Source: an optimization exercise on an open RTL-to-GDS flow (aim: small area, a short achievable clock period and few clock cycles). Production flows keep margins and buffers that such runs may drop. No run shown here included a check of the RTL's function; only the layout flow was run. Power and IR drop assume default switching activity.

===== design/flow/config.mk =====
export PLATFORM = sky130hd
export DESIGN_NAME = icache_ctrl
export DESIGN_NICKNAME = icache_ctrl
export VERILOG_FILES = /design/flow/design.v
export SDC_FILE = /design/flow/constraint.sdc
export NUM_CORES = 4
export LEC_CHECK = 0
export CAP_MARGIN = 20
export CORE_MARGIN = 2
export CORE_UTILIZATION = 40
export SETUP_SLACK_MARGIN = 2.0
export SLEW_MARGIN = 20
export SYNTH_HIERARCHICAL = 1

===== design/flow/constraint.sdc =====
create_clock -name core_clock -period 6.0 [get_ports {clk}]
set_input_delay 1.2000 -clock core_clock [delete_from_list [all_inputs] [get_ports {clk}]]
set_output_delay 1.2000 -clock core_clock [all_outputs]
set_load 0.01 [all_outputs]

===== design/flow/design.v =====
module icache_ctrl #(
  parameter int unsigned LINES       = 16,
  parameter int unsigned MEM_LATENCY = 1
) (
  input  logic         clk,
  input  logic         reset,
  input  logic         pc_valid,
  input  logic [31:0]  pc,
  input  logic         flush,
  output logic [31:0]  inst,
  output logic         inst_valid,
  output logic         stall,
  output logic [31:0]  mem_address,
  input  logic [127:0] mem_dataline,
  output logic [31:0]  hit_count,
  output logic [31:0]  miss_count
);
  localparam int unsigned IDX   = $clog2(LINES);
  localparam int unsigned TAG_W = 28 - IDX;
  logic [27:0]        buf_line_q;     
  logic               buf_ok_q;       
  logic               cont_q;         
  logic               first_q;        
  logic               idx_eq_q;       
  logic               tag_miss_q;     
  logic [27:0]        carry;          
  logic               buf_hit;
  logic               idx_eq;
  logic               next_lo;
  logic [3:0]         next_hi;
  logic               req;
  logic               start;
  logic [31:0]        hit_count_q;
  logic [31:0]        miss_count_q;
  logic [LINES-1:0]   valid_q;
  logic [TAG_W-1:0]   tag_q [LINES];
  logic [IDX-1:0]     buf_idx;
  logic [TAG_W-1:0]   buf_tag;
  logic [TAG_W-1:0]   slot_tag;
  logic               slot_valid;
  logic               buf_present;
  logic               pc_present;
  logic               new_miss;
  logic               fill;
  assign req     = pc_valid && !flush && !reset;
  assign start   = req && !cont_q;
  assign buf_hit = buf_ok_q && (pc[31:4] == buf_line_q);
  assign inst_valid = req && buf_hit;
  assign stall      = pc_valid && !reset && (flush || !buf_hit);
  icache_ctrl_carry u_carry (.line(buf_line_q), .carry(carry));
  assign idx_eq  = (pc[3+IDX:4] == buf_line_q[IDX-1:0]);
  assign next_lo = buf_ok_q && (pc[3:2] == 2'd3) && idx_eq;
  for (genvar g = 0; g < 4; g++) begin : g_next_hi
    icache_ctrl_all_ones u_next_hi (.en(buf_ok_q), .bits(pc[3+IDX:2]), .all(next_hi[g]));
  end
  always_comb begin
    mem_address[3:0] = 4'b0000;
    for (int i = 0; i < 28; i++)
      mem_address[4+i] = pc[4+i] ^ ((i < IDX) ? (next_lo && carry[i]) : (next_hi[(i-IDX)/6] && carry[i]));
  end
  assign buf_idx     = buf_line_q[IDX-1:0];
  assign buf_tag     = buf_line_q[27:IDX];
  assign slot_tag    = tag_q[buf_idx];
  assign slot_valid  = valid_q[buf_idx];
  assign buf_present = slot_valid && (slot_tag == buf_tag);
  assign pc_present  = slot_valid && (slot_tag == pc[31:4+IDX]);
  assign new_miss = (start && buf_hit && !buf_present) ||
                    (first_q && (idx_eq_q ? tag_miss_q : !buf_present));
  assign fill = inst_valid && !buf_present;
  assign hit_count  = hit_count_q;
  assign miss_count = miss_count_q;
  always_comb begin
    case (pc[3:2])
      2'd0:    inst = mem_dataline[127:96];
      2'd1:    inst = mem_dataline[95:64];
      2'd2:    inst = mem_dataline[63:32];
      default: inst = mem_dataline[31:0];
    endcase
  end
  always_ff @(posedge clk or posedge reset) begin
    if (reset) begin
      buf_ok_q     <= 1'b0;
      cont_q       <= 1'b0;
      first_q      <= 1'b0;
      hit_count_q  <= 32'h0;
      miss_count_q <= 32'h0;
      valid_q      <= '0;
    end else begin
      buf_ok_q <= !flush;
      cont_q   <= req && !buf_hit;
      first_q  <= start && !buf_hit;
      if (inst_valid && hit_count_q != 32'hFFFF_FFFF)
        hit_count_q <= hit_count_q + 32'd1;
      if (new_miss && miss_count_q != 32'hFFFF_FFFF)
        miss_count_q <= miss_count_q + 32'd1;
      if (flush)
        valid_q <= '0;
      else if (fill)
        valid_q[buf_idx] <= 1'b1;
    end
  end
  always_ff @(posedge clk) begin
    buf_line_q <= mem_address[31:4];
    idx_eq_q   <= idx_eq;
    tag_miss_q <= !pc_present;
    if (fill)
      tag_q[buf_idx] <= buf_tag;
  end
endmodule
module icache_ctrl_carry (
  input  logic [27:0] line,
  output logic [27:0] carry
);
  always_comb begin
    carry[0] = 1'b1;
    for (int i = 1; i < 28; i++)
      carry[i] = carry[i-1] && line[i-1];
  end
endmodule
module icache_ctrl_all_ones (
  input  logic       en,
  input  logic [5:0] bits,
  output logic       all
);
  assign all = en && (&bits);
endmodule

===== design/flow/flow/run.sh =====
#!/bin/bash
# Own layout flow: the standard synthesis unchanged, then the standard ORFS
# layout with sizing not tied to cell footprints and minimum-size port buffers.
set -euo pipefail
cd "$(dirname "$0")/.."
bash standard.sh synth > synth.log 2>&1
bash standard.sh \
  MATCH_CELL_FOOTPRINT=0 \
  "BUFFER_PORTS_ARGS=-buffer_cell sky130_fd_sc_hd__buf_1" \
  finish > layout.log 2>&1

===== design/flow/standard.sh =====
#!/bin/bash
# synth_recipe.tcl (not shown) runs the flow's synth.tcl, then flattens the netlist and writes it again
# the make line also repeats each setting of config.mk as NAME=value (left out here)
make -C /OpenROAD-flow-scripts/flow DESIGN_CONFIG=/design/flow/config.mk WORK_HOME=/design/flow/orfs CLKGATE_MAP_FILE= SYNTH_SCRIPT=/design/flow/synth_recipe.tcl "${@:-finish}"

==> results.cfg, run 1 <==
[status]
status = no timing/DRC/antenna violations

[detailed_routing]
drcViolationCount = 0
viasPerCell = 5.63
via_count = 15300
drt-pass1-iter-count = 7
wl_per_cell_um = 25.9
drt_iter0_markers = 1522
drt-total-wl_um = 70200
final_antenna_net_count = 0

[synthesis]
synthCells = 1490
synthTopCellsByArea = edfxtp_1 51%, dfrtp_1 9.2%, mux4_2 8.5%
synth_commonest_cells = 384 x edfxtp_1, 106 x nand2_1, 101 x mux2i_1, 88 x xnor2_1, 85 x mux4_2
yosysWarnings = 8
synth_area_um2 = 22500
yosys.area.top_type = edfxtp_1
yosysMostFrequentCell = edfxtp_1
synth_top_area_share_pct = 51.2
synthArstFlopShare_pct = 16.7
synth.yosys.seq_area_share_pct = 63.1
synth_cell_types = 73
synth_area_per_cell_um2 = 15.1
synth_edf_count = 384
synth_ff_type = edfxtp_1
ys_ff_latch = 497

[timing]
fmax_ghz = 0.245
setup_tns_ps = 0
setup_viol = 0
fin_crit_sh_pct = 67.9
hold_slack_ps = 434
skew_ps = 26.0
tightest_slew_ps = 776
period_minus_slack_ps = 4070
rsz0062_at_grt = true
hold_violations = 0
fin_ws_ps = 1930
relSlewSlack_pct = 48.3
drv_slew = 0

[critical_path]
critical_path.slowest_cell = nor4_4
startpoint = pc[7]
timing.rr.start = buf_line_q[0]
path_cells = clkbuf_2 -> xor2_1 -> nor4_4 -> nand2_2 -> nor4_2 -> buf_4 -> nor3b_4 -> buf_2
path_delay_family = simple AND/OR/NAND/NOR gates
arrival_ps = 2870
r2r_slack_ps = 2040
start_kind = primary input
max_stage_delay_ps = 330
crit_path_end_kind = output pin
cp.required_ps = 4800
path_max_fanout = 6
cp.buffers_inverters = 3
worstSetupPathType = primary input to output pin

[die]
die_area_um2 = 58200
die_w_um = 241
io_pins = 294
core_region_area_um2 = 55400
fp.dieH_um = 241
row_count = 86
start_util_pct = 40.7

[place]
hpwl_um = 42700
pre_cts_slack_ps = 956
io_buffers = 287
place.gp.congestion = 0.910

[cells_and_area]
areaGrowthSynthToFinish_pct = 26.3
drive_gt1_share_pct = 23.8
nNetsFinal = 2091
post-route-util_pct = 51.3
num_antenna_cells = 0
n_fill_cell = 4630

[grt]
grtUsageTotal_pct = 23.6
antenna_found_initial = 1
grt-ovfl-total = 0
grt_use_met3_pct = 4.26
grt_max_degree = 53
grt_pass1_vias = 14800
met2_usage_pct = 37.7
met1_usage_pct = 32.2
grt_pass1_wl_um = 99200
grt.busiest_layer = met2

[power_and_ir_drop]
p_leak_nw = 9.91
power.density_nw_per_um2 = 283
vdd_drop_max_mv = 0.205

[cts]
cts-root-buf = clkbuf_16
clk_path_buf_depth = 3
h-tree-depth = 2
clkLatencyLatePin_ps = 600
cts_made_buffers = 52
cts_sinks = 497
clk_pin_slew_ps = 60
cts_tree = done
cts_hold_buffers = 0

[hold_path]
min_from = cont_q
hp-class = register to register

[flow_run]
max-cap-violations = 0
## worst register-to-register path, cell delays in order, from the launching register on
cell	delay, ps
dfxtp_4	410
buf_6	180
buf_16	190
mux4_2	590
nor2b_1	160
or4_1	530
o22ai_1	210
a22oi_1	100
nor4_1	280
buf_4	200
a31oi_4	100
buf_12	160
buf_4	160
nand2_8	170
nor2_4	60
buf_4	210
## modules after synthesis (local to each module, per instance)
module,flip-flops and latches,copies in the design,cells inside
icache_ctrl_carry,0,1,53
icache_ctrl,497,1,1425
icache_ctrl_all_ones,0,4,3
## power by group
part | total (W) | internal (W) | switching, W
registers | 0.00380 | 0.00374 | 0.0000610
clock network | 0.00344 | 0.00209 | 0.00135
logic | 0.000814 | 0.000337 | 0.000477
total | 0.00805 | 0.00617 | 0.00188
## final timing paths
| check | endpoint | depth (start not counted) |
|---|---|---|
| hold reg to reg | first_q | 1 |
| max in group asynchronous | miss_count_q[10] | 3 |
| setup reg to reg | tag_q[11][3] | 15 |
| min in group asynchronous | hit_count_q[14] | 2 |
| hold / removal | first_q | 1 |
| setup / recovery | inst_valid | 8 |
## registers in the layout, indices dropped and copies added, names as in the netlist
signal,count
buf_line_q,28
buf_ok_q,1
cont_q,1
first_q,1
hit_count_q,32
idx_eq_q,1
miss_count_q,32
tag_miss_q,1
tag_q,384
valid_q,16
## placed cells by master, fill, tap and decap left out, types with 13 or more instances in the layout
cell / count
mux4_2: 86
buf_6: 18
nor3_1: 29
a21oi_1: 20
inv_1: 45
nor4_1: 18
dfrtp_1: 83
a22o_1: 14
clkbuf_2: 13
xnor2_1: 80
mux2i_1: 95
nor2_1: 41
nand3_1: 40
nand4_1: 28
nor2_4: 21
edfxtp_1: 384
o21ai_0: 21
nand2_1: 100
dfxtp_1: 13
clkbuf_16: 63
a22oi_1: 20
xor2_1: 66
buf_1: 258
and3_1: 17
buf_12: 34
buf_4: 86
## stage by stage
| stage | std cells | power, W | instance area, um2 |
|---|---|---|---|
| 3_3_place_gp | 2513 | 0.00456 | 24600 |
| 5_1_grt | 2711 | 0.00832 | 28500 |
| 4_1_cts | 2681 | 0.00806 | 27800 |
| 2_1_floorplan | 1493 | 0.00430 | 22700 |
| 3_5_place_dp | 2513 | 0.00457 | 24600 |
| 6_report | 2711 | 0.00805 | 28500 |
## per-layer routing
layer | wire length [um] | part of all wire, %
met3 | 5510 | 7.9
met2 | 33800 | 48
met5 | 12 | 0.017
met4 | 2900 | 4.1
met1 | 28000 | 40
## layout make-up
type	instances	area, um2	area share, %
Clock buffer	68	1480	5.22
Clock inverter	29	369	1.30
Inverter	48	184	0.646
Multi-Input combinational cell	889	8240	29.0
Sequential cell	497	14300	50.1
Tap cell	748	936	3.29
Timing Repair Buffer	432	2980	10.5
## logic make-up after synthesis
group                      share of synthesized area (%)
DFF                                                 63.1
and+or+nand+nor                                     8.35
muxes                                               14.7
xor gates and xnor gates                            6.30
AOI/OAI and AO/OA                                   4.24
buffers and inverters                               2.93
adders and majority gates                          0.389
other                                             0.0333
## timing repair
item,in CTS,in global routing
setup endpoints to repair,462,448
gates resized for setup,113,108
buffers inserted,57,26
cloned,14,4
pin swaps,33,13
endpoints found under the hold margin,0,0
==> run 2: changes to the inputs <==
==> design/flow/flow/run.sh (replaced) <==
#!/bin/bash
# Own layout flow: the standard synthesis unchanged, then the standard ORFS
# layout with sizing not tied to cell footprints, minimum-size port buffers,
# and a clock tree of smaller buffers without dummy loads.
set -euo pipefail
cd "$(dirname "$0")/.."
bash standard.sh synth > synth.log 2>&1
bash standard.sh \
  MATCH_CELL_FOOTPRINT=0 \
  "BUFFER_PORTS_ARGS=-buffer_cell sky130_fd_sc_hd__buf_1" \
  "CTS_ARGS=-sink_clustering_enable -repair_clock_nets -dont_use_dummy_load -buf_list sky130_fd_sc_hd__clkbuf_16 -sink_clustering_size 22 -sink_clustering_max_diameter 80" \
  finish > layout.log 2>&1
==> results.cfg, run 2 <==
[status]
status = no timing/DRC/antenna violations

[die]
die_w_um = 241
core_region_area_um2 = 55400
row_count = 86
die_area_um2 = 58200
start_util_pct = 40.7
fp.dieH_um = 241
io_pins = 294

[synthesis]
synth_area_per_cell_um2 = 15.1
yosysWarnings = 8
synth_edf_count = 384
synthArstFlopShare_pct = 16.7
synth_commonest_cells = 384 x edfxtp_1, 106 x nand2_1, 101 x mux2i_1, 88 x xnor2_1, 85 x mux4_2
synth_ff_type = edfxtp_1
synth_cell_types = 73
synth_area_um2 = 22500
synthTopCellsByArea = edfxtp_1 51%, dfrtp_1 9.2%, mux4_2 8.5%
yosys.area.top_type = edfxtp_1
synth_top_area_share_pct = 51.2
synth.yosys.seq_area_share_pct = 63.1
yosysMostFrequentCell = edfxtp_1
ys_ff_latch = 497
synthCells = 1490

[critical_path]
cp.required_ps = 4800
cp.buffers_inverters = 3
path_max_fanout = 6
start_kind = primary input
max_stage_delay_ps = 320
crit_path_end_kind = output pin
worstSetupPathType = primary input to output pin
critical_path.slowest_cell = nor4_4
path_cells = clkbuf_2 -> xor2_1 -> nor4_4 -> nand2_2 -> nor4_2 -> buf_4 -> nor3b_4 -> buf_2
arrival_ps = 2890
path_delay_family = simple AND/OR/NAND/NOR gates

[timing]
skew_ps = 44.2
tightest_slew_ps = 848
relSlewSlack_pct = 43.1
setup_viol = 0
rsz0062_at_grt = true
setup_tns_ps = 0
fmax_ghz = 0.245
drv_slew = 0
hold_violations = 0
fin_crit_sh_pct = 68.1
period_minus_slack_ps = 4090

[cells_and_area]
reg_top3 = tag_q (384), hit_count_q (32), miss_count_q (32)
final_cells = 2663
regMostFlops = tag_q
layout_commonest_cell = edfxtp_1
final_cell_mix = 384 x edfxtp_1, 257 x buf_1, 105 x buf_4, 101 x nand2_1, 94 x mux2i_1
finalInstanceArea_um2 = 27600
drive_gt1_share_pct = 23.1
post-route-util_pct = 49.8
largest_reg_flops = 384
areaGrowthSynthToFinish_pct = 22.5
nNetsFinal = 2088
num_antenna_cells = 0

[power_and_ir_drop]
vdd_drop_max_mv = 0.280
p_leak_nw = 9.51
power.density_nw_per_um2 = 238
power_w = 0.00657

[detailed_routing]
drt_iter0_markers = 1441
wl_per_cell_um = 26.1
drcViolationCount = 0
drt-total-wl_um = 69400
final_antenna_net_count = 0
drt-pass1-iter-count = 5
viasPerCell = 5.68
via_count = 15100

[grt]
grtUsageTotal_pct = 23.3
met2_usage_pct = 37.5
grt_use_met3_pct = 3.85
grt_max_degree = 53
grt-ovfl-total = 0
antenna_found_initial = 1
grt_pass1_vias = 14700
met1_usage_pct = 31.7
grt_pass1_wl_um = 98800
grt.busiest_layer = met2

[cts]
h-tree-depth = 1
cts_tree = done
clk_pin_slew_ps = 90
clk_path_buf_depth = 3
cts_hold_buffers = 0
cts_sinks = 497
cts_made_buffers = 30
cts-root-buf = clkbuf_16
clkLatencyLatePin_ps = 600

[place]
post_dp_cell_area_um2 = 24600
io_buffers = 287
place.gp.congestion = 0.910
hpwl_um = 42700
dpl.cell_count = 2513

[flow_run]
max-cap-violations = 0

[hold_path]
hp-class = register to register
==> run 2: worst paths after layout <==
check | from | endpoint | slack, ps | cells after the start
worst max-delay path | pc[7] | inst_valid | 1910 | 8
worst min-delay path | cont_q | first_q | 470 | 1
worst max register to register | buf_line_q[0] | tag_q[8][3] | 2050 | 16
worst min register to register | cont_q | first_q | 470 | 1
max in group asynchronous | reset | hit_count_q[8] | 4100 | 3
min in group asynchronous | reset | hit_count_q[12] | 760 | 2
==> run 2: final cells by class <==
type / instances / area, um2
Clock buffer: 30 / 751
Fill cell: 4683 / 27800
Inverter: 48 / 184
Multi-Input combinational cell: 890 / 8360
Sequential cell: 497 / 14300
Tap cell: 748 / 936
Timing Repair Buffer: 450 / 3110
==> run 2: cell families after synthesis <==
kind of cell / after synthesis / synth area share, %
DFF: 497 / 63.1
and+or+nand+nor: 364 / 8.35
adders and majority gates: 7 / 0.389
xor gates and xnor gates: 162 / 6.30
muxes: 207 / 14.7
AOI/OAI and AO/OA: 135 / 4.24
buffers and inverters: 116 / 2.93
other: 2 / 0.0333
==> run 2: report_power, final <==
| group | switching, W | leakage (nW) | internal [W] |
|---|---|---|---|
| Sequential | 0.0000596 | 4.73 | 0.00374 |
| Combinational | 0.000482 | 4.41 | 0.000347 |
| Clock | 0.00106 | 0.370 | 0.000882 |
==> run 2: per-stage QoR <==
step	hold WS (ps)	setup slack (ps)
3_5_place_dp	442	956
4_1_cts	483	1900
6_report	469	1910
5_1_grt	509	1860
3_3_place_gp	416	940
2_1_floorplan	401	1900
==> run 2: layer usage <==
layer	up-vias	routed length, um
met5	-	12
met2	643	33500
li1	6532	-
met1	7805	27500
met4	2	2840
met3	131	5540
==> run 2: timing repair <==
| item | CTS | global route |
|---|---|---|
| pin swaps | 31 | 21 |
| setup endpoints to repair | 462 | 449 |
| cloned | 16 | 2 |
| resized for setup | 111 | 143 |
| setup buffers | 67 | 35 |
==> run 2: per-module statistics from Yosys (local to each module, per instance) <==
module / cells inside / flip-flops and latches / times used / area [um2]
icache_ctrl_all_ones: 3 / 0 / 4 / 15.0
icache_ctrl: 1425 / 497 / 1 / 22100
icache_ctrl_carry: 53 / 0 / 1 / 323
==> run 3: changes to the inputs <==
--- a/design/flow/design.v
+++ b/design/flow/design.v
@@ -25,4 +25,5 @@
   logic               tag_miss_q;     
   logic [27:0]        carry;          
+  logic [6:0]         line_ne;
   logic               buf_hit;
   logic               idx_eq;
@@ -45,5 +46,8 @@
   assign req     = pc_valid && !flush && !reset;
   assign start   = req && !cont_q;
-  assign buf_hit = buf_ok_q && (pc[31:4] == buf_line_q);
+  for (genvar g = 0; g < 7; g++) begin : g_line_ne
+    icache_ctrl_ne4 u_ne (.a(pc[4+4*g +: 4]), .b(buf_line_q[4*g +: 4]), .ne(line_ne[g]));
+  end
+  assign buf_hit = buf_ok_q && !(|line_ne);
   assign inst_valid = req && buf_hit;
   assign stall      = pc_valid && !reset && (flush || !buf_hit);
@@ -125,2 +129,9 @@
   assign all = en && (&bits);
 endmodule
+module icache_ctrl_ne4 (
+  input  logic [3:0] a,
+  input  logic [3:0] b,
+  output logic       ne
+);
+  assign ne = (a != b);
+endmodule
==> results.cfg, run 3 <==
[die]
die_w_um = 242
io_pins = 294
die_area_um2 = 58500
core_region_area_um2 = 56200
start_util_pct = 40.3
row_count = 87
fp.dieH_um = 242

[detailed_routing]
drt-pass1-iter-count = 8
wl_per_cell_um = 26.6
via_count = 15000
drcViolationCount = 0
final_antenna_net_count = 0
drt_iter0_markers = 1631
viasPerCell = 5.75
drt-total-wl_um = 69600

[grt]
grt.busiest_layer = met2
grt_pass1_vias = 14400
antenna_found_initial = 3
met2_usage_pct = 34.9
grt_pass1_wl_um = 98600
grt_max_degree = 85
grt_use_met3_pct = 5.80
met1_usage_pct = 32.3
grtUsageTotal_pct = 22.8
grt-ovfl-total = 0

[critical_path]
worstSetupPathType = primary input to output pin
crit_path_end_kind = output pin
path_cells = clkbuf_2 -> xnor2_2 -> nand4_1 -> nor4b_2 -> nand2_2 -> nor4b_4 -> buf_4 -> buf_6
path_max_fanout = 4
start_kind = primary input
arrival_ps = 2870
max_stage_delay_ps = 350
critical_path.slowest_cell = nor4b_2
cp.required_ps = 4800

[timing]
setup_tns_ps = 0
setup_viol = 0
fin_crit_sh_pct = 67.8
skew_ps = 101
tightest_slew_ps = 1100
hold_violations = 0
relSlewSlack_pct = 26.1
period_minus_slack_ps = 4070
drv_slew = 0
fmax_ghz = 0.246
rsz0062_at_grt = true

[synthesis]
yosysMostFrequentCell = edfxtp_1
synth_edf_count = 384
synthArstFlopShare_pct = 16.7
ys_ff_latch = 497
synth.yosys.seq_area_share_pct = 62.8
synth_cell_types = 72
yosys.area.top_type = edfxtp_1
synth_area_um2 = 22600
synth_ff_type = edfxtp_1
synth_area_per_cell_um2 = 15.3
yosysWarnings = 8
synthTopCellsByArea = edfxtp_1 51%, mux4_2 9.9%, dfrtp_1 9.2%
synth_top_area_share_pct = 50.9
synthCells = 1477
synth_commonest_cells = 384 x edfxtp_1, 140 x xnor2_1, 100 x mux4_2, 93 x nand2_1, 86 x mux2i_1

[place]
hpwl_um = 44500
io_buffers = 287
place.gp.congestion = 1.02

[cts]
clk_pin_slew_ps = 70
cts_made_buffers = 28
clkLatencyLatePin_ps = 640
h-tree-depth = 1
cts-root-buf = clkbuf_16
cts_tree = done
clk_path_buf_depth = 3
cts_sinks = 497

[cells_and_area]
drive_gt1_share_pct = 24.6
final_cell_mix = 384 x edfxtp_1, 244 x buf_1, 117 x xnor2_1, 100 x mux4_2
n_fill_cell = 4883
multi_input_area_um2 = 8460
areaGrowthSynthToFinish_pct = 20.1
ff_latch_area_um2 = 14300
layout_commonest_cell = edfxtp_1
largest_reg_flops = 384
nNetsFinal = 2030
num_antenna_cells = 0
reg_top3 = tag_q (384), hit_count_q (32), miss_count_q (32)
regMostFlops = tag_q

[power_and_ir_drop]
power_w = 0.00643
power.density_nw_per_um2 = 237
p_leak_nw = 9.46
vdd_drop_max_mv = 0.211

[flow_run]
max-cap-violations = 0

[status]
status = no timing/DRC/antenna violations

[hold_path]
hp-class = register to register
==> run 3: cell type report <==
cell class              instances  share of cell area [%]
well taps                     756                    3.48
flip-flops and latches        497                    52.5
multi-input cells             885                    31.1
repair buffers                415                    9.84
inverters                      32                   0.456
clock buffers                  28                    2.58
==> run 3: worst max-delay path: cells and delay by family <==
kind	cells	cell delay [ps]
AND/OR/NAND/NOR	4	990
buffers and inverters	3	490
XOR/XNOR	1	170
==> run 3: path summary, 6_finish.rpt <==
path | slack [ps] | end | depth (start not counted) | startpoint
max in group asynchronous | 4510 | valid_q[0] | 3 | reset
min in group asynchronous | 890 | buf_ok_q | 3 | reset
max reg2reg | 1940 | tag_q[14][22] | 16 | buf_line_q[0]
max | 1930 | inst_valid | 8 | pc[30]
min | 420 | first_q | 1 | cont_q
min reg2reg | 420 | first_q | 1 | cont_q
==> run 3: cells by family after synthesis <==
group                    share of synthesized area [%]
flip-flops                                        62.8
AND/OR/NAND/NOR                                   8.31
multiplexers                                      15.1
XOR/XNOR                                          6.65
AO/OA/AOI/OAI                                     4.08
buffers and inverters                             2.68
adder cells (fa/ha/maj)                          0.387
other                                           0.0332
==> run 3: modules after synthesis (local to each module, per instance) <==
module                flip-flops and latches  cells inside
icache_ctrl_carry                          0            53
icache_ctrl_ne4                            0             5
icache_ctrl                              497          1377
icache_ctrl_all_ones                       0             3
==> run 3: what timing repair did <==
item,in CTS,in global routing
pin swaps,15,41
endpoints found under the setup margin,462,410
setup buffers,37,36
cloned,9,5
hold buffers,0,0
resized for setup,111,98
==> run 3: power breakdown <==
group          switching [W]  internal [W]
registers          0.0000813       0.00373
clock network        0.00107      0.000827
logic               0.000416      0.000314
total                0.00157       0.00487
==> run 3: through the flow <==
stage	cell area [um2]	std cells	setup slack [ps]	utilization (%)	hold slack (ps)
after floorplan	22700	1480	1770	-	393
after global placement	24700	2493	1020	44.0	412
after detailed placement	24800	2498	1000	44.2	409
after CTS	26400	2572	1790	47.1	426
after global routing	27200	2613	1880	48.4	441
final	27200	2613	1930	48.4	421
==> run 3: per-layer routing <==
layer	up-vias	part of all wire (%)	wire length [um]
li1	6431	-	-
met1	7729	42	29000
met2	733	45	31600
met3	130	9.7	6750
met4	4	3.2	2210
met5	-	0.034	24
==> run 4: changes to the inputs <==
--- a/design/flow/design.v
+++ b/design/flow/design.v
@@ -25,5 +25,4 @@
   logic               tag_miss_q;     
   logic [27:0]        carry;          
-  logic [6:0]         line_ne;
   logic               buf_hit;
   logic               idx_eq;
@@ -34,4 +33,6 @@
   logic [31:0]        hit_count_q;
   logic [31:0]        miss_count_q;
+  logic [31:0]        hit_count_inc;
+  logic [31:0]        miss_count_inc;
   logic [LINES-1:0]   valid_q;
   logic [TAG_W-1:0]   tag_q [LINES];
@@ -46,8 +47,5 @@
   assign req     = pc_valid && !flush && !reset;
   assign start   = req && !cont_q;
-  for (genvar g = 0; g < 7; g++) begin : g_line_ne
-    icache_ctrl_ne4 u_ne (.a(pc[4+4*g +: 4]), .b(buf_line_q[4*g +: 4]), .ne(line_ne[g]));
-  end
-  assign buf_hit = buf_ok_q && !(|line_ne);
+  assign buf_hit = buf_ok_q && (pc[31:4] == buf_line_q);
   assign inst_valid = req && buf_hit;
   assign stall      = pc_valid && !reset && (flush || !buf_hit);
@@ -72,4 +70,6 @@
                     (first_q && (idx_eq_q ? tag_miss_q : !buf_present));
   assign fill = inst_valid && !buf_present;
+  icache_ctrl_sat_inc u_hit_inc  (.q(hit_count_q),  .d(hit_count_inc));
+  icache_ctrl_sat_inc u_miss_inc (.q(miss_count_q), .d(miss_count_inc));
   assign hit_count  = hit_count_q;
   assign miss_count = miss_count_q;
@@ -94,8 +94,8 @@
       cont_q   <= req && !buf_hit;
       first_q  <= start && !buf_hit;
-      if (inst_valid && hit_count_q != 32'hFFFF_FFFF)
-        hit_count_q <= hit_count_q + 32'd1;
-      if (new_miss && miss_count_q != 32'hFFFF_FFFF)
-        miss_count_q <= miss_count_q + 32'd1;
+      if (inst_valid)
+        hit_count_q <= hit_count_inc;
+      if (new_miss)
+        miss_count_q <= miss_count_inc;
       if (flush)
         valid_q <= '0;
@@ -129,9 +129,8 @@
   assign all = en && (&bits);
 endmodule
-module icache_ctrl_ne4 (
-  input  logic [3:0] a,
-  input  logic [3:0] b,
-  output logic       ne
+module icache_ctrl_sat_inc (
+  input  logic [31:0] q,
+  output logic [31:0] d
 );
-  assign ne = (a != b);
+  assign d = (q != 32'hFFFF_FFFF) ? q + 32'd1 : q;
 endmodule
--- a/design/flow/config.mk
+++ b/design/flow/config.mk
@@ -9,5 +9,5 @@
 export CORE_MARGIN = 2
 export CORE_UTILIZATION = 40
-export SETUP_SLACK_MARGIN = 2.0
+export SETUP_SLACK_MARGIN = 2.2
 export SLEW_MARGIN = 20
 export SYNTH_HIERARCHICAL = 1
==> results.cfg, run 4 <==
[timing]
rsz0062_at_grt = true
fin_crit_sh_pct = 68.5
fin_ws_ps = 1890
hold_violations = 0
hold_slack_ps = 497
fmax_ghz = 0.243
tightest_slew_ps = 917
setup_viol = 0
relSlewSlack_pct = 38.3
setup_tns_ps = 0
period_minus_slack_ps = 4110
drv_slew = 0
skew_ps = 48.5

[cts]
cts_sinks = 497
cts_hold_buffers = 0
cts_made_buffers = 28
cts_tree = done
clk_path_buf_depth = 3
h-tree-depth = 1
clkLatencyLatePin_ps = 600
cts-root-buf = clkbuf_16
clk_pin_slew_ps = 90

[critical_path]
start_kind = primary input
arrival_ps = 2910
cp.depth = 9
critical_path.slowest_cell = nor4_4
worstRegToRegCells = 15
cp.required_ps = 4800
crit_path_end_kind = output pin
path_cells = buf_8 -> xnor2_4 -> nand4_1 -> nor4_2 -> nand3_1 -> nor4_4 -> nand2_2 -> inv_2 -> buf_6
max_stage_delay_ps = 390
path_max_fanout = 3
path_delay_family = simple AND/OR/NAND/NOR gates
cp.buffers_inverters = 3
worstSetupPathType = primary input to output pin

[detailed_routing]
final_antenna_net_count = 0
via_count = 16300
drt-total-wl_um = 74900
drcViolationCount = 0
drt_iter0_markers = 1595
viasPerCell = 5.83
wl_per_cell_um = 26.7
drt-pass1-iter-count = 5

[power_and_ir_drop]
power.density_nw_per_um2 = 222
p_leak_nw = 10.7
vdd_drop_max_mv = 0.291

[synthesis]
synth_commonest_cells = 384 x edfxtp_1, 108 x mux4_2, 107 x nand2_1, 83 x dfrtp_1, 82 x mux2_2
synth_ff_type = edfxtp_1
yosys.area.top_type = edfxtp_1
synthTopCellsByArea = edfxtp_1 49%, mux4_2 10%, dfrtp_1 8.8%
synth_top_area_share_pct = 48.7
yosysMostFrequentCell = edfxtp_1
synth_area_per_cell_um2 = 14.7
synthCells = 1607
synth_cell_types = 73
synthArstFlopShare_pct = 16.7
synth.yosys.seq_area_share_pct = 60.0
synth_area_um2 = 23700
ys_ff_latch = 497
yosysWarnings = 8
synth_edf_count = 384

[place]
post_dp_cell_area_um2 = 26000
io_buffers = 287
pre_cts_slack_ps = 1010
hpwl_um = 46700
place.gp.congestion = 0.940
dpl.cell_count = 2649

[status]
status = no timing/DRC/antenna violations

[cells_and_area]
regMostFlops = tag_q
nNetsFinal = 2203
layout_commonest_cell = edfxtp_1
finalInstanceArea_um2 = 29700
final_cells = 2804
areaGrowthSynthToFinish_pct = 25.2
n_fill_cell = 4949
drive_gt1_share_pct = 31.6
reg_top3 = tag_q (384), hit_count_q (32), miss_count_q (32)
largest_reg_flops = 384
final_cell_mix = 384 x edfxtp_1, 245 x buf_1, 108 x mux4_2, 103 x buf_4, 88 x nand2_1

[grt]
grt_pass1_vias = 15200
grt-ovfl-total = 0
grt_max_degree = 84
antenna_found_initial = 6
grtUsageTotal_pct = 23.3
grt_pass1_wl_um = 104000

[die]
fp.dieH_um = 247
die_area_um2 = 61200
core_region_area_um2 = 58800
row_count = 89
die_w_um = 247
io_pins = 294
start_util_pct = 40.3

[flow_run]
max-cap-violations = 0

[hold_path]
hp-class = register to register
hold_path_depth = 1
## run 4: cell type report
type / instances / area, um2 / share of cell area [%]
sequential: 497 / 14300 / 48.2
multi-input combinational: 1001 / 10100 / 34.0
timing repair buffer: 468 / 3480 / 11.7
tap: 773 / 967 / 3.26
clock buffer: 28 / 701 / 2.36
inverter: 36 / 139 / 0.468
antenna: 1 / 2.50 / 0.00844
## run 4: final timing paths
check                      slack (ps)                to     startpoint
setup / recovery                 1890        inst_valid         pc[31]
hold / removal                    500        valid_q[7]     valid_q[7]
setup reg to reg                 1990  miss_count_q[15]  buf_line_q[0]
hold reg to reg                   500        valid_q[7]     valid_q[7]
max in group asynchronous        4580   hit_count_q[28]          reset
min in group asynchronous         880    hit_count_q[6]          reset
## run 4: layer usage
metal / up-vias / part of all wire [%] / global-route usage [%]
met5: - / 0.096 / 0
met4: 12 / 2.5 / 5.79
met3: 109 / 9.1 / 4.96
met2: 726 / 45 / 34.7
met1: 8447 / 43 / 34.8
li1: 7048 / - / -
## run 4: where the power goes
part | switching [W] | leakage (nW) | internal [W]
registers | 0.0000703 | 4.86 | 0.00373
clock network | 0.00107 | 0.345 | 0.000827
logic | 0.000494 | 5.46 | 0.000404
total | 0.00163 | 10.7 | 0.00496
## run 4: through the flow
stage | util [%] | power [W]
2_1_floorplan | - | 0.00430
3_3_place_gp | 44.2 | 0.00456
3_5_place_dp | 44.2 | 0.00457
4_1_cts | 48.6 | 0.00655
5_1_grt | 50.4 | 0.00681
6_report | 50.5 | 0.00659
## run 4: Yosys stat by module (local to each module, per instance)
| module | cell area (um2) | times used | cells | flip-flops and latches |
|---|---|---|---|---|
| icache_ctrl_all_ones | 15.0 | 4 | 3 | 0 |
| icache_ctrl_carry | 323 | 1 | 53 | 0 |
| icache_ctrl_sat_inc | 807 | 2 | 123 | 0 |
| icache_ctrl | 21700 | 1 | 1296 | 497 |
## run 4: cells by family (layout without fill, tap and decap cells)
| family | after synthesis | in the layout | share of synthesized area [%] |
|---|---|---|---|
| other | 2 | 6 | 0.0317 |
| xor gates and xnor gates | 150 | 150 | 5.54 |
| AOI/OAI and AO/OA | 154 | 154 | 4.56 |
| muxes | 262 | 262 | 17.2 |
| adders and majority gates | 7 | 7 | 0.370 |
| buffers and inverters | 114 | 532 | 2.66 |
| and+or+nand+nor | 421 | 423 | 9.65 |
| DFF | 497 | 497 | 60.0 |
## run 4: timing repair
| item | CTS | global route |
|---|---|---|
| pin swaps | 50 | 51 |
| buffers inserted | 76 | 38 |
| hold endpoints to repair | 0 | 0 |
| endpoints found under the setup margin | 507 | 452 |
| gates resized for setup | 258 | 148 |
| cloned | 10 | 2 |
==> run 5: changes to the inputs <==
--- a/design/flow/config.mk
+++ b/design/flow/config.mk
@@ -9,5 +9,5 @@
 export CORE_MARGIN = 2
 export CORE_UTILIZATION = 40
-export SETUP_SLACK_MARGIN = 2.2
+export SETUP_SLACK_MARGIN = 1.8
 export SLEW_MARGIN = 20
 export SYNTH_HIERARCHICAL = 1
==> results.cfg, run 5 <==
[status]
status = no timing/DRC/antenna violations

[timing]
period_minus_slack_ps = 4200
tightest_slew_ps = 909
fmax_ghz = 0.238
setup_tns_ps = 0
skew_ps = 58.0
relSlewSlack_pct = 38.8
fin_crit_sh_pct = 70.1
hold_violations = 0
setup_viol = 0
drv_slew = 0
rsz0062_at_grt = true

[cells_and_area]
nNetsFinal = 2132
final_cells = 2733
layout_commonest_cell = edfxtp_1
largest_reg_flops = 384
post-route-util_pct = 47.5
drive_gt1_share_pct = 25.7
ff_latch_area_um2 = 14200
n_fill_cell = 5152
regMostFlops = tag_q
reg_top3 = tag_q (384), hit_count_q (32), miss_count_q (32)
multi_input_area_um2 = 9550
final_cell_mix = 384 x edfxtp_1, 251 x buf_1, 108 x mux4_2, 93 x nand2_1
areaGrowthSynthToFinish_pct = 17.9

[detailed_routing]
drt_iter0_markers = 1589
drcViolationCount = 0
drt-total-wl_um = 70000
drt-pass1-iter-count = 8
wl_per_cell_um = 25.6
via_count = 15800
viasPerCell = 5.79
final_antenna_net_count = 0

[power_and_ir_drop]
swShare_pct = 24.3
internal-power_w = 0.00494
sequentialPowerShare_pct = 58.2
vdd_drop_max_mv = 0.284
p_switching_w = 0.00159
power.density_nw_per_um2 = 234
p_leak_nw = 9.89
combinationalPowerShare_pct = 11.9
pwr-share-clk_pct = 29.9

[synthesis]
yosysMostFrequentCell = edfxtp_1
synth_cell_types = 73
synth_area_um2 = 23700
ys_ff_latch = 497
synthTopCellsByArea = edfxtp_1 49%, mux4_2 10%, dfrtp_1 8.8%
synth_top_area_share_pct = 48.7
synth_ff_type = edfxtp_1
yosysWarnings = 8
synth.yosys.seq_area_share_pct = 60.0
synthArstFlopShare_pct = 16.7
synth_edf_count = 384
yosys.area.top_type = edfxtp_1
synthCells = 1607
synth_commonest_cells = 384 x edfxtp_1, 108 x mux4_2, 107 x nand2_1, 83 x dfrtp_1, 82 x mux2_2
synth_area_per_cell_um2 = 14.7

[critical_path]
path_max_fanout = 6
crit_top_cell = buf_16
r2r_slack_ps = 1850
cp.buffers_inverters = 5
timing.rr.start = buf_line_q[0]
worstRegToRegCells = 15
cp.required_ps = 4800
start_kind = register
arrival_ps = 3000
timing.rr.end = miss_count_q[11]
critical_path.slowest_cell = or4_4
crit_path_end_kind = output pin
worstSetupPathType = register to output pin
path_delay_family = simple AND/OR/NAND/NOR gates
path_cells = buf_16 -> buf_16 -> buf_12 -> nand3_4 -> or4_4 -> buf_8 -> nor3_4 -> nand2_2 -> xnor2_4 -> buf_6
startpoint = buf_line_q[0]
max_stage_delay_ps = 610

[die]
die_w_um = 247
die_area_um2 = 61200
row_count = 89
core_region_area_um2 = 58800
start_util_pct = 40.3
io_pins = 294
fp.dieH_um = 247

[grt]
grt_pass1_wl_um = 99900
grt_max_degree = 84
grt-ovfl-total = 0
antenna_found_initial = 3
grtUsageTotal_pct = 22.0
grt_pass1_vias = 14900

[place]
hpwl_um = 47900
place.gp.congestion = 0.956
io_buffers = 287
dpl.cell_count = 2670

[hold_path]
min_from = cont_q
hold_path_depth = 1
whs_endpoint = first_q
hp-class = register to register

[cts]
clk_path_buf_depth = 3
cts_sinks = 497
cts_hold_buffers = 0
cts-root-buf = clkbuf_16
cts_tree = done
cts_made_buffers = 30
clk_pin_slew_ps = 90
clkLatencyLatePin_ps = 620
h-tree-depth = 1

[flow_run]
max-cap-violations = 0
## run 5: cell count changes in the layout (fill, tap and decap cells not counted), moves of 8 or more
cell      delta
buf_2        -8
mux2_2      +32
clkbuf_2     +8
buf_6        -9
and3_4       -8
dfxtp_4     -10
buf_4       -20
dfxtp_1     +10
mux2_4      -32
buf_12      -36
## run 5: logic make-up (layout without fill, tap and decap cells)
| kind of cell | Yosys count | after routing | synth area share [%] |
|---|---|---|---|
| xor gates and xnor gates | 150 | 150 | 5.54 |
| DFF | 497 | 497 | 60.0 |
| adders and majority gates | 7 | 7 | 0.370 |
| other | 2 | 6 | 0.0317 |
| buffers and inverters | 114 | 462 | 2.66 |
| AOI/OAI and AO/OA | 154 | 155 | 4.56 |
| and+or+nand+nor | 421 | 421 | 9.65 |
| muxes | 262 | 262 | 17.2 |
## run 5: worst max path at each step
stage,to,slack (ps),depth (start not counted)
3_5_place_dp,miss_count_q[22],910,12
3_3_place_gp,miss_count_q[21],940,11
6_report,mem_address[21],1800,10
5_1_grt,mem_address[21],1720,10
2_1_floorplan,tag_q[13][0],1690,7
4_1_cts,tag_q[15][18],1730,14
## run 5: final cells by class
type,count,share of cell area (%)
multi-input cells,1000,34.2
repair buffers,396,8.13
flip-flops and latches,497,51.0
diodes,1,0.00896
clock buffers,30,2.69
inverters,36,0.497
well taps,773,3.46
## run 5: metal layers
metal / global-route usage, % / share of wire, %
met1: 32.0 / 43
met2: 34.6 / 47
met3: 4.04 / 7.8
met4: 4.44 / 2.0
met5: 1.11 / 0.17
## run 5: worst reg2reg max path, cell delays in order (launching register included)
cell and delay [ps]:
dfxtp_4 420, buf_12 120, clkbuf_16 210, buf_4 280, mux2_2 390, or3_1 310, a21oi_1 270, nor4b_2 110
o32ai_2 330, nor4b_2 80, buf_4 190, a41oi_4 370, nor2b_2 400, a21oi_4 60, buf_12 170, mux2_2 280
## run 5: Yosys stat by module (local to each module, per instance)
module | copies in the design | flops+latches | cells inside | area (um2)
icache_ctrl | 1 | 497 | 1296 | 21700
icache_ctrl_all_ones | 4 | 0 | 3 | 15.0
icache_ctrl_carry | 1 | 0 | 53 | 323
icache_ctrl_sat_inc | 2 | 0 | 123 | 807
## run 5: per-stage QoR
| step | setup slack (ps) | power, W | hold WS, ps | instance area (um2) |
|---|---|---|---|---|
| finish | 1800 | 0.00653 | 462 | 27900 |
| global route | 1720 | 0.00675 | 494 | 27900 |
| CTS | 1730 | 0.00652 | 455 | 27200 |
| detailed placement | 914 | 0.00456 | 424 | 25900 |
| global placement | 938 | 0.00455 | 425 | 25900 |
| floorplan | 1690 | 0.00429 | 410 | 23700 |
## run 5: power by group through the flow
stage / Sequential, W / Combinational (W) / Clock (W)
CTS: 0.00379 / 0.000728 / 0.00199
finish: 0.00380 / 0.000777 / 0.00195
global placement: 0.00387 / 0.000683 / 0
global route: 0.00380 / 0.000828 / 0.00212
floorplan: 0.00386 / 0.000425 / 0
detailed placement: 0.00387 / 0.000690 / 0
## run 5: timing repair
item                       in CTS  in global routing
buffers inserted               15                 14
setup endpoints to repair     454                398
pin swaps                       7                 36
resized for setup              78                147
gates cloned                    2                  1
==> run 6: changes to the inputs <==
--- a/design/flow/design.v
+++ b/design/flow/design.v
@@ -25,5 +25,10 @@
   logic               tag_miss_q;     
   logic [27:0]        carry;          
+  logic [6:0]         line_ne;
   logic               buf_hit;
+  logic               hit_en;
+  logic               stall_en;
+  logic               stall_hit;
+  logic               served;
   logic               idx_eq;
   logic               next_lo;
@@ -33,6 +38,4 @@
   logic [31:0]        hit_count_q;
   logic [31:0]        miss_count_q;
-  logic [31:0]        hit_count_inc;
-  logic [31:0]        miss_count_inc;
   logic [LINES-1:0]   valid_q;
   logic [TAG_W-1:0]   tag_q [LINES];
@@ -47,7 +50,14 @@
   assign req     = pc_valid && !flush && !reset;
   assign start   = req && !cont_q;
-  assign buf_hit = buf_ok_q && (pc[31:4] == buf_line_q);
-  assign inst_valid = req && buf_hit;
-  assign stall      = pc_valid && !reset && (flush || !buf_hit);
+  for (genvar g = 0; g < 7; g++) begin : g_line_ne
+    icache_ctrl_ne4 u_ne (.a(pc[4+4*g +: 4]), .b(buf_line_q[4*g +: 4]), .ne(line_ne[g]));
+  end
+  assign hit_en  = buf_ok_q && pc_valid && !flush && !reset;
+  assign stall_en = buf_ok_q && !flush;
+  icache_ctrl_match u_match_iv (.ne(line_ne), .en(hit_en),   .match(inst_valid));
+  icache_ctrl_match u_match_st (.ne(line_ne), .en(stall_en), .match(stall_hit));
+  icache_ctrl_match u_match    (.ne(line_ne), .en(buf_ok_q), .match(buf_hit));
+  assign stall      = pc_valid && !reset && !stall_hit;
+  assign served     = req && buf_hit;         
   icache_ctrl_carry u_carry (.line(buf_line_q), .carry(carry));
   assign idx_eq  = (pc[3+IDX:4] == buf_line_q[IDX-1:0]);
@@ -69,7 +79,5 @@
   assign new_miss = (start && buf_hit && !buf_present) ||
                     (first_q && (idx_eq_q ? tag_miss_q : !buf_present));
-  assign fill = inst_valid && !buf_present;
-  icache_ctrl_sat_inc u_hit_inc  (.q(hit_count_q),  .d(hit_count_inc));
-  icache_ctrl_sat_inc u_miss_inc (.q(miss_count_q), .d(miss_count_inc));
+  assign fill = served && !buf_present;
   assign hit_count  = hit_count_q;
   assign miss_count = miss_count_q;
@@ -94,8 +102,8 @@
       cont_q   <= req && !buf_hit;
       first_q  <= start && !buf_hit;
-      if (inst_valid)
-        hit_count_q <= hit_count_inc;
-      if (new_miss)
-        miss_count_q <= miss_count_inc;
+      if (served && hit_count_q != 32'hFFFF_FFFF)
+        hit_count_q <= hit_count_q + 32'd1;
+      if (new_miss && miss_count_q != 32'hFFFF_FFFF)
+        miss_count_q <= miss_count_q + 32'd1;
       if (flush)
         valid_q <= '0;
@@ -129,8 +137,34 @@
   assign all = en && (&bits);
 endmodule
-module icache_ctrl_sat_inc (
-  input  logic [31:0] q,
-  output logic [31:0] d
+module icache_ctrl_ne4 (
+  input  logic [3:0] a,
+  input  logic [3:0] b,
+  output logic       ne
 );
-  assign d = (q != 32'hFFFF_FFFF) ? q + 32'd1 : q;
+  assign ne = (a != b);
 endmodule
+module icache_ctrl_match (
+  input  logic [6:0] ne,
+  input  logic       en,
+  output logic       match
+);
+  logic [3:0] none;
+  icache_ctrl_nor2 u_n0 (.a(ne[0]), .b(ne[1]), .y(none[0]));
+  icache_ctrl_nor2 u_n1 (.a(ne[2]), .b(ne[3]), .y(none[1]));
+  icache_ctrl_nor2 u_n2 (.a(ne[4]), .b(ne[5]), .y(none[2]));
+  icache_ctrl_nor2 u_n3 (.a(ne[6]), .b(!en),   .y(none[3]));
+  icache_ctrl_and4 u_a  (.a(none), .y(match));
+endmodule
+module icache_ctrl_nor2 (
+  input  logic a,
+  input  logic b,
+  output logic y
+);
+  assign y = !(a || b);
+endmodule
+module icache_ctrl_and4 (
+  input  logic [3:0] a,
+  output logic       y
+);
+  assign y = &a;
+endmodule
--- a/design/flow/config.mk
+++ b/design/flow/config.mk
@@ -9,5 +9,5 @@
 export CORE_MARGIN = 2
 export CORE_UTILIZATION = 40
-export SETUP_SLACK_MARGIN = 1.8
+export SETUP_SLACK_MARGIN = 2.4
 export SLEW_MARGIN = 20
 export SYNTH_HIERARCHICAL = 1
==> results.cfg, run 6 <==
[timing]
relSlewSlack_pct = 36.4
setup_tns_ps = 0
drv_slew = 0
fmax_ghz = 0.251
period_minus_slack_ps = 3980
setup_viol = 0
tightest_slew_ps = 951
skew_ps = 93.9
hold_violations = 0
rsz0062_at_grt = true
fin_crit_sh_pct = 66.3
hold_slack_ps = 445

[power_and_ir_drop]
power.density_nw_per_um2 = 223
p_leak_nw = 10.9
internal-power_w = 0.00499
vdd_drop_max_mv = 0.248
pwr-share-clk_pct = 29.1
swShare_pct = 24.8
sequentialPowerShare_pct = 57.0
p_switching_w = 0.00165
combinationalPowerShare_pct = 13.9

[synthesis]
synthArstFlopShare_pct = 16.7
synth_area_per_cell_um2 = 14.8
synth_ff_type = edfxtp_1
synth_cell_types = 73
synth_edf_count = 384
synthCells = 1546
yosys.area.top_type = edfxtp_1
synth_commonest_cells = 384 x edfxtp_1, 117 x nand2_1, 113 x xnor2_1, 101 x mux4_2, 99 x mux2i_1
synthTopCellsByArea = edfxtp_1 50%, mux4_2 9.9%, dfrtp_1 9.1%
synth_top_area_share_pct = 50.3
yosysMostFrequentCell = edfxtp_1
ys_ff_latch = 497
yosysWarnings = 8
synth.yosys.seq_area_share_pct = 62.0
synth_area_um2 = 22900

[status]
status = no timing/DRC/antenna violations

[detailed_routing]
via_count = 16400
drt_iter0_markers = 2039
highest_layer = met5
met2_length_um = 36400
wl_per_cell_um = 28.9
drt-pass1-iter-count = 5
drcViolationCount = 0
final_antenna_net_count = 0
wl_met3_um = 8020
viasPerCell = 5.91
drt-total-wl_um = 80400
m1WireLength_um = 32900

[critical_path]
path_max_fanout = 5
start_kind = register
worstSetupPathType = register to output pin
r2r_slack_ps = 2170
critical_path.slowest_cell = or4_4
crit_path_end_kind = output pin
path_cells = buf_12 -> nand4_1 -> or4_4 -> nor3_2 -> nand2_1 -> xnor2_2 -> buf_2
max_stage_delay_ps = 670
timing.rr.start = buf_line_q[0]
timing.rr.end = tag_q[15][18]
arrival_ps = 2780
setup.worst_path.end = mem_address[27]
startpoint = buf_line_q[9]
cp.required_ps = 4800
worstRegToRegCells = 18

[cts]
cts_made_buffers = 29
cts-root-buf = clkbuf_16
cts_tree = done
clk_pin_slew_ps = 90
h-tree-depth = 1
clk_path_buf_depth = 3
clkLatencyLatePin_ps = 630
cts_sinks = 497

[die]
io_pins = 294
core_region_area_um2 = 56500
start_util_pct = 40.6
fp.dieH_um = 243
die_w_um = 243
die_area_um2 = 59200
row_count = 87

[grt]
grt_max_degree = 65
grt-ovfl-total = 0
grt_pass1_wl_um = 109000
grtUsageTotal_pct = 25.3
grt_pass1_vias = 15200
antenna_found_initial = 6

[cells_and_area]
n_fill_cell = 4643
regMostFlops = tag_q
largest_reg_flops = 384
reg_top3 = tag_q (384), hit_count_q (32), miss_count_q (32)
layout_commonest_cell = edfxtp_1
final_cell_mix = 384 x edfxtp_1, 229 x buf_1, 102 x buf_4, 101 x mux4_2, 100 x nand2_1
nNetsFinal = 2199
areaGrowthSynthToFinish_pct = 29.9
drive_gt1_share_pct = 31.3

[hold_path]
hp-class = register to register
min_from = cont_q

[place]
hpwl_um = 48000
io_buffers = 287
place.gp.congestion = 1.06

[flow_run]
max-cap-violations = 0
## run 6: metal layers
layer  GRT usage (%)  vias to the layer above
met5               0                        -
met2            38.4                      893
li1                -                     6926
met3            5.02                      176
met4            6.59                        4
met1            37.2                     8442
## run 6: power by group through the flow
stage                     Clock, W  Sequential (W)  Combinational [W]
final                      0.00193         0.00378           0.000924
after global routing       0.00207         0.00379           0.000966
after CTS                  0.00196         0.00378           0.000851
after detailed placement         0         0.00388           0.000662
after global placement           0         0.00388           0.000655
after floorplan                  0         0.00386           0.000412
## run 6: what timing repair did
item	CTS	global route
buffers inserted	99	42
setup endpoints to repair	497	444
cloned	25	17
hold buffers	0	0
pin swaps	62	80
gates resized for setup	343	191
## run 6: cell type report
type | count | area, um2 | area share, %
diodes | 1 | 2.50 | 0.00841
clock buffers | 29 | 726 | 2.44
inverters | 36 | 146 | 0.492
multi-input cells | 957 | 9480 | 31.9
flip-flops and latches | 497 | 14300 | 48.0
well taps | 756 | 946 | 3.18
repair buffers | 506 | 4190 | 14.1
repair inverters | 1 | 5.00 | 0.0168
## run 6: worst min path at each step
| stage | depth (start not counted) | to | slack, ps |
|---|---|---|---|
| CTS | 1 | first_q | 440 |
| detailed placement | 1 | first_q | 440 |
| global placement | 1 | first_q | 420 |
| finish | 1 | first_q | 450 |
| global route | 1 | first_q | 470 |
| floorplan | 1 | first_q | 410 |
## run 6: cells by family after synthesis
group           count (synthesis)  synth area share, %
flops                         497                 62.0
simple gates                  426                 9.37
mux                           216                 15.1
xor+xnor                      165                 6.30
compound gates                125                 4.18
buf+inv                       108                 2.60
fa+ha+maj                       7                0.382
other cells                     2               0.0328
## run 6: per-stage QoR
step	std cells	worst slack [ps]	power (W)	instance area, um2	utilization (%)
after floorplan	1549	1670	0.00428	23000	-
after global placement	2570	1150	0.00453	25000	44.3
after detailed placement	2570	1090	0.00454	25000	44.3
after CTS	2723	2120	0.00659	28300	50.1
after global routing	2782	2010	0.00682	29800	52.7
final	2783	2020	0.00663	29800	52.7
## run 6: per-module statistics from Yosys (local to each module, per instance)
module / cell area (um2) / flops+latches / cells
icache_ctrl: 22200 / 497 / 1428
icache_ctrl_all_ones: 15.0 / 0 / 3
icache_ctrl_and4: 8.76 / 0 / 1
icache_ctrl_carry: 323 / 0 / 53
icache_ctrl_match: 3.75 / 0 / 1
icache_ctrl_ne4: 41.3 / 0 / 5
icache_ctrl_nor2: 3.75 / 0 / 1
## run 6: worst max-delay path, delay by kind of cell, from the launching register on
kind,cells,cell delay [ps]
XOR/XNOR,1,330
flip-flops,1,370
buffers and inverters,2,290
AND/OR/NAND/NOR,4,1160
==> run 7: changes to the inputs <==
--- a/design/flow/config.mk
+++ b/design/flow/config.mk
@@ -9,5 +9,5 @@
 export CORE_MARGIN = 2
 export CORE_UTILIZATION = 40
-export SETUP_SLACK_MARGIN = 2.4
+export SETUP_SLACK_MARGIN = 2.0
 export SLEW_MARGIN = 20
 export SYNTH_HIERARCHICAL = 1
==> results.cfg, run 7 <==
[die]
io_pins = 294
fp.dieH_um = 243
die_area_um2 = 59200
start_util_pct = 40.6
row_count = 87
die_w_um = 243
core_region_area_um2 = 56500

[critical_path]
crit_top_cell = buf_4
start_kind = register
path_max_fanout = 24
arrival_ps = 4260
worstSetupPathType = register to register
max_stage_delay_ps = 520
cp.required_ps = 6260
path_cells = buf_12 -> nor2b_1 -> buf_4 -> a22oi_1 -> nand2_1 -> a221oi_1 -> nand4_1 -> a222oi_1 -> buf_4 -> a31oi_4 -> buf_4 -> and3_4
critical_path.slowest_cell = a221oi_1
crit_path_end_kind = register

[cells_and_area]
regMostFlops = tag_q
layout_commonest_cell = edfxtp_1
final_cell_mix = 384 x edfxtp_1, 269 x buf_1, 114 x nand2_1, 104 x xnor2_1, 101 x mux4_2
largest_reg_flops = 384
drive_gt1_share_pct = 18.4
nNetsFinal = 2067
areaGrowthSynthToFinish_pct = 17.4
post-route-util_pct = 47.6
n_fill_cell = 4976
reg_top3 = tag_q (384), hit_count_q (32), miss_count_q (32)

[cts]
h-tree-depth = 1
cts-root-buf = clkbuf_16
cts_tree = done
cts_made_buffers = 31
clkLatencyLatePin_ps = 610
clk_pin_slew_ps = 90
cts_sinks = 497
cts_hold_buffers = 0
clk_path_buf_depth = 3

[timing]
skew_ps = 44.7
fmax_ghz = 0.250
setup_tns_ps = 0
drv_slew = 0
fin_crit_sh_pct = 66.7
rsz0062_at_grt = true
setup_viol = 0
tightest_slew_ps = 868
relSlewSlack_pct = 40.6
hold_violations = 0
fin_ws_ps = 2000
period_minus_slack_ps = 4000

[power_and_ir_drop]
internal-power_w = 0.00496
p_leak_nw = 9.43
power.density_nw_per_um2 = 244
p_switching_w = 0.00161
combinationalPowerShare_pct = 12.0
sequentialPowerShare_pct = 57.6
vdd_drop_max_mv = 0.234
swShare_pct = 24.5
pwr-share-clk_pct = 30.5

[detailed_routing]
met2_length_um = 33400
drt_iter0_markers = 1712
final_antenna_net_count = 0
viasPerCell = 5.78
drcViolationCount = 0
wl_met3_um = 6880
drt-pass1-iter-count = 6
via_count = 15400
m1WireLength_um = 31800
drt-total-wl_um = 74400
highest_layer = met5
wl_per_cell_um = 28.0

[hold_path]
hp-class = register to register

[synthesis]
synth_edf_count = 384
synthTopCellsByArea = edfxtp_1 50%, mux4_2 9.9%, dfrtp_1 9.1%
synthArstFlopShare_pct = 16.7
yosys.area.top_type = edfxtp_1
synth_area_um2 = 22900
synth_commonest_cells = 384 x edfxtp_1, 117 x nand2_1, 113 x xnor2_1, 101 x mux4_2, 99 x mux2i_1
synth.yosys.seq_area_share_pct = 62.0
yosysMostFrequentCell = edfxtp_1
synthCells = 1546
ys_ff_latch = 497
yosysWarnings = 8
synth_ff_type = edfxtp_1
synth_top_area_share_pct = 50.3
synth_area_per_cell_um2 = 14.8
synth_cell_types = 73

[place]
io_buffers = 287
pre_cts_slack_ps = 827
place.gp.congestion = 1.01
hpwl_um = 48700

[grt]
grtUsageTotal_pct = 24.1
grt_pass1_wl_um = 103000
grt_max_degree = 61
grt_pass1_vias = 14600
grt-ovfl-total = 0
antenna_found_initial = 10

[status]
status = no timing/DRC/antenna violations

[flow_run]
max-cap-violations = 0
==> run 7: layout make-up <==
class                      instances  area (um2)  area share (%)
antenna                            7        17.5          0.0651
clock buffer                      31         776            2.88
inverter                          36         148           0.549
multi-input combinational        947        8530            31.7
sequential                       497       14300            53.0
tap                              756         946            3.51
timing repair buffer             382        2230            8.29
timing repair inverter             1        5.00          0.0186
==> run 7: final timing paths <==
path                            slack [ps]          endpoint           from  cells after the start
worst max-delay path                  2000      tag_q[2][11]  buf_line_q[1]                     12
worst min-delay path                   460           first_q         cont_q                      1
worst max register to register        2000      tag_q[2][11]  buf_line_q[1]                     12
worst min register to register         460           first_q         cont_q                      1
max in group asynchronous             4290  miss_count_q[31]          reset                      3
min in group asynchronous              600  miss_count_q[20]          reset                      2
==> run 7: what timing repair did <==
item / in CTS / in global routing
gates cloned: 9 / 2
endpoints found under the setup margin: 487 / 198
gates resized for setup: 111 / 35
buffers inserted: 27 / 20
pin swaps: 11 / 16
==> run 7: through the flow <==
step | hold slack (ps) | instances | total power (W) | area [um2]
6_report | 460 | 2657 | 0.00657 | 26900
5_1_grt | 482 | 2652 | 0.00676 | 26900
2_1_floorplan | 409 | 1549 | 0.00428 | 23000
3_3_place_gp | 454 | 2561 | 0.00454 | 24900
3_5_place_dp | 422 | 2561 | 0.00455 | 24900
4_1_cts | 452 | 2628 | 0.00658 | 26500
==> run 7: power groups by stage <==
| stage | sequential [W] | combinational (W) | clock, W |
|---|---|---|---|
| global placement | 0.00388 | 0.000665 | 0 |
| finish | 0.00378 | 0.000785 | 0.00200 |
| global route | 0.00378 | 0.000828 | 0.00215 |
| floorplan | 0.00386 | 0.000412 | 0 |
| detailed placement | 0.00388 | 0.000671 | 0 |
| CTS | 0.00378 | 0.000748 | 0.00205 |
==> run 7: kinds of logic after synthesis <==
kind of cell	after synthesis	synth area share (%)
muxes	216	15.1
xor gates and xnor gates	165	6.30
buffers and inverters	108	2.60
DFF	497	62.0
other	2	0.0328
and+or+nand+nor	426	9.37
adders and majority gates	7	0.382
AOI/OAI and AO/OA	125	4.18
==> run 7: critical path, delay by kind of cell (launching register included) <==
family	cells	cell delay (ps)
flops	1	390
simple gates	4	970
buf+inv	4	800
compound gates	4	1440
==> run 7: routing by layer <==
layer | GRT usage [%] | vias to the layer above
li1 | - | 6637
met1 | 34.7 | 7865
met2 | 36.5 | 731
met3 | 5.93 | 122
met4 | 6.53 | 6
met5 | 0 | -
==> run 7: Yosys stat by module (local to each module, per instance) <==
module,cell area (um2),times used
icache_ctrl,22200,1
icache_ctrl_carry,323,1
icache_ctrl_ne4,41.3,7
icache_ctrl_all_ones,15.0,4
icache_ctrl_and4,8.76,3
icache_ctrl_match,3.75,3
icache_ctrl_nor2,3.75,12

## separate check: timing with driven ports
The results above use ideal ports. As a check the final layouts listed here were re-extracted and re-timed, cells and wires unchanged.
Step 1 assumes that a clkbuf_16 drives the clock port and a buf_2 every other input.
Step 2 moves the port delays by t, midway between the first and last clock arrival at a register: inputs arrive t later, outputs are due t later. That takes back most of the time a late clock gives input paths.
Slacks: ideal ports / drivers / drivers and shift; pairs: ideal ports / drivers.
run	shift t [ns]	setup WS [ns]	worst setup path at the end	clock arrival spread, ns
run 1	0.644	1.926 / 1.876 / 1.684	input to register	0.026 / 0.026
run 2	0.630	1.911 / 1.863 / 1.618	input to register	0.045 / 0.044
run 3	0.644	1.932 / 1.891 / 1.880	input to register	0.101 / 0.101
run 4	0.637	1.890 / 1.795 / 1.708	input to register	0.049 / 0.049
run 5	0.645	1.796 / 1.739 / 1.397	input to register	0.058 / 0.058
run 6	0.648	2.022 / 1.954 / 1.822	input to register	0.094 / 0.094
run 7	0.655	1.997 / 1.989 / 1.465	input to register	0.045 / 0.045
After both steps setup and hold are still met in every run listed. For run 7, which loses most, drivers alone change the setup slack by -0.008 ns; drivers and shift together by -0.532 ns.
